Background: an optimization exercise with open tools, aiming at small area, a short achievable clock period and few clock cycles per item. Do not read the settings as production practice.
Only simulation tests tie the RTL to the original design; equivalence was not proved.
Power figures rest on the tool's default switching activity, not on a simulated workload.

// lcd_ahb_top
module lcd_ahb_top #(
   parameter logic [31:0] LCD_BASE = 32'hFFE1_0000
) (
   input  logic    HCLK,
   input  logic    HRESET,
   input  logic    HSEL,
   input  lcd_ahb_pkg::addr_t   HADDR,
   input  logic    HWRITE,
   input  lcd_ahb_pkg::htrans_t HTRANS,
   input  lcd_ahb_pkg::data_t   HWDATA,
   output lcd_ahb_pkg::data_t   HRDATA,
   output logic    HREADY,
   output lcd_ahb_pkg::data_t   lcd_timh,
   output lcd_ahb_pkg::data_t   lcd_timv,
   output lcd_ahb_pkg::data_t   lcd_pol,
   output lcd_ahb_pkg::data_t   lcd_le,
   output lcd_ahb_pkg::data_t   lcd_upbase,
   output lcd_ahb_pkg::data_t   lcd_lpbase,
   output lcd_ahb_pkg::data_t   lcd_ctrl,
   output lcd_ahb_pkg::data_t   lcd_intmsk,
   output lcd_ahb_pkg::data_t   crsr_ctrl,
   output lcd_ahb_pkg::data_t   crsr_cfg,
   output lcd_ahb_pkg::data_t   crsr_pal0,
   output lcd_ahb_pkg::data_t   crsr_pal1,
   output lcd_ahb_pkg::data_t   crsr_xy,
   output lcd_ahb_pkg::data_t   crsr_clip
);
   logic                  pal_hit;
   logic [13:0]           reg_hit;
   lcd_ahb_pkg::pal_idx_t pal_idx;
   logic                  pal_wr;
   lcd_ahb_pkg::pal_idx_t wr_pal_idx;
   logic [13:0]           reg_wr;
   lcd_ahb_pkg::data_t    reg_rdata;
   lcd_ahb_pkg::data_t    pal_rd_lo;
   lcd_ahb_pkg::data_t    pal_rd_hi;
   lcd_ahb_pkg::data_t    lookup_a;
   lcd_ahb_pkg::data_t    lookup_b;
   logic [lcd_ahb_pkg::NUM_REGS-1:0][31:0] regs;
   lcd_addr_decode #(
      .LCD_BASE (LCD_BASE)
   ) u_decode (
      .addr    (HADDR),
      .pal_hit (pal_hit),
      .reg_hit (reg_hit),
      .pal_idx (pal_idx)
   );
   assign lookup_a = {32{pal_hit}} & pal_rd_lo;
   assign lookup_b = ({32{pal_hit}} & pal_rd_hi) | reg_rdata;
   ahb_slave_ctrl u_ctrl (
      .HCLK       (HCLK),
      .HRESET     (HRESET),
      .HSEL       (HSEL),
      .HWRITE     (HWRITE),
      .HTRANS     (HTRANS),
      .HWDATA     (HWDATA),
      .pal_hit    (pal_hit),
      .reg_hit    (reg_hit),
      .pal_idx    (pal_idx),
      .lookup_a   (lookup_a),
      .lookup_b   (lookup_b),
      .HREADY     (HREADY),
      .HRDATA     (HRDATA),
      .pal_wr     (pal_wr),
      .wr_pal_idx (wr_pal_idx),
      .reg_wr     (reg_wr)
   );
   lcd_reg_bank u_regs (
      .HCLK      (HCLK),
      .HRESET    (HRESET),
      .reg_wr    (reg_wr),
      .wdata     (HWDATA),
      .rd_hit    (reg_hit),
  ...
Size: roughly 0.17 mm² of cells after synthesis.
clock: 6.0 ns
lec_check: 0
cap_margin: 20
core_margin: 2
core_utilization: 30
cts_buf_list: sky130_fd_sc_hd__clkbuf_8
place_density: 0.42
setup_slack_margin: 2.5
slew_margin: 20
synth_memory_max_bits: 8192
run.sh (not shown) runs the stock make flow with config.mk's settings and CLKGATE_MAP_FILE= SYNTH_SCRIPT=/design/flow/synth_recipe.tcl, a recipe that flattens the netlist after the stock synthesis.
The first run completed without violations.
Testbench counts at the start, summed over its fixed seeds: cycles 9,608, xfers 9,600.
Next try:
Settings changed: CTS_BUF_LIST sky130_fd_sc_hd__clkbuf_8 to not set, PLACE_DENSITY 0.42 to 0.35.
The changed run finished clean.
Non-clock buffer count climbs by 102.
Count of clock-buffer cells in the layout drops by 99.
Worst setup slack gains 46 ps.
Design area climbs by 2.8%.
Maximum frequency climbs by 1.2%.
Synthesized cell count stays the same.
Total power climbs by 9.8%.
Die area stays the same.
Next try:
Settings changed: CELL_PAD_IN_SITES_DETAIL_PLACEMENT set to 1, CELL_PAD_IN_SITES_GLOBAL_PLACEMENT set to 1, CORE_UTILIZATION 30 to 25, PLACE_DENSITY 0.35 to 0.3, SETUP_SLACK_MARGIN 2.5 to 1.5.
Effect:
- setup slack gets worse by 960 ps
- design area is about the same
- non-clock buffer count decreases by 179
- sequential power is about the same
- worst hold slack gets better by 26 ps
- synthesized cell count does not change
- via count decreases by a few percent
- register-to-register slack gets worse by 690 ps
- global-route usage decreases by 2.3 points
- power increases slightly

[what the ideal ports hide]
How much do the figures lean on ideal ports? The routed layouts below were timed once more, with nothing changed but the port constraints. Step 1 sets driving cells, clkbuf_16 on the clock port and buf_2 on the other inputs (assumed; they add their load-dependent delay and slew). Step 2 times the ports against the registers' clock, not the clock port: input delays grow and output delays shrink by t, the midpoint of the rising clock arrivals with the driver on. Slacks: no drivers / after step 1 / after step 2; pairs: no drivers / after step 1.
| run | t, ns | setup WS [ns] | worst data-port slew with drivers (ns) |
|---|---|---|---|
| the first run | 1.497 | 2.258 / 2.267 / 0.779 | 0.32 |
| the second run | 1.228 | 2.304 / 2.134 / 0.906 | 0.48 |
| the third run | 1.246 | 1.346 / 1.198 / -0.048 | 0.31 |
With both steps, setup timing fails in the third run, where it was met with ideal ports. For the first run, which loses most, drivers alone change the setup slack by +0.009 ns; drivers and shift together by -1.479 ns.
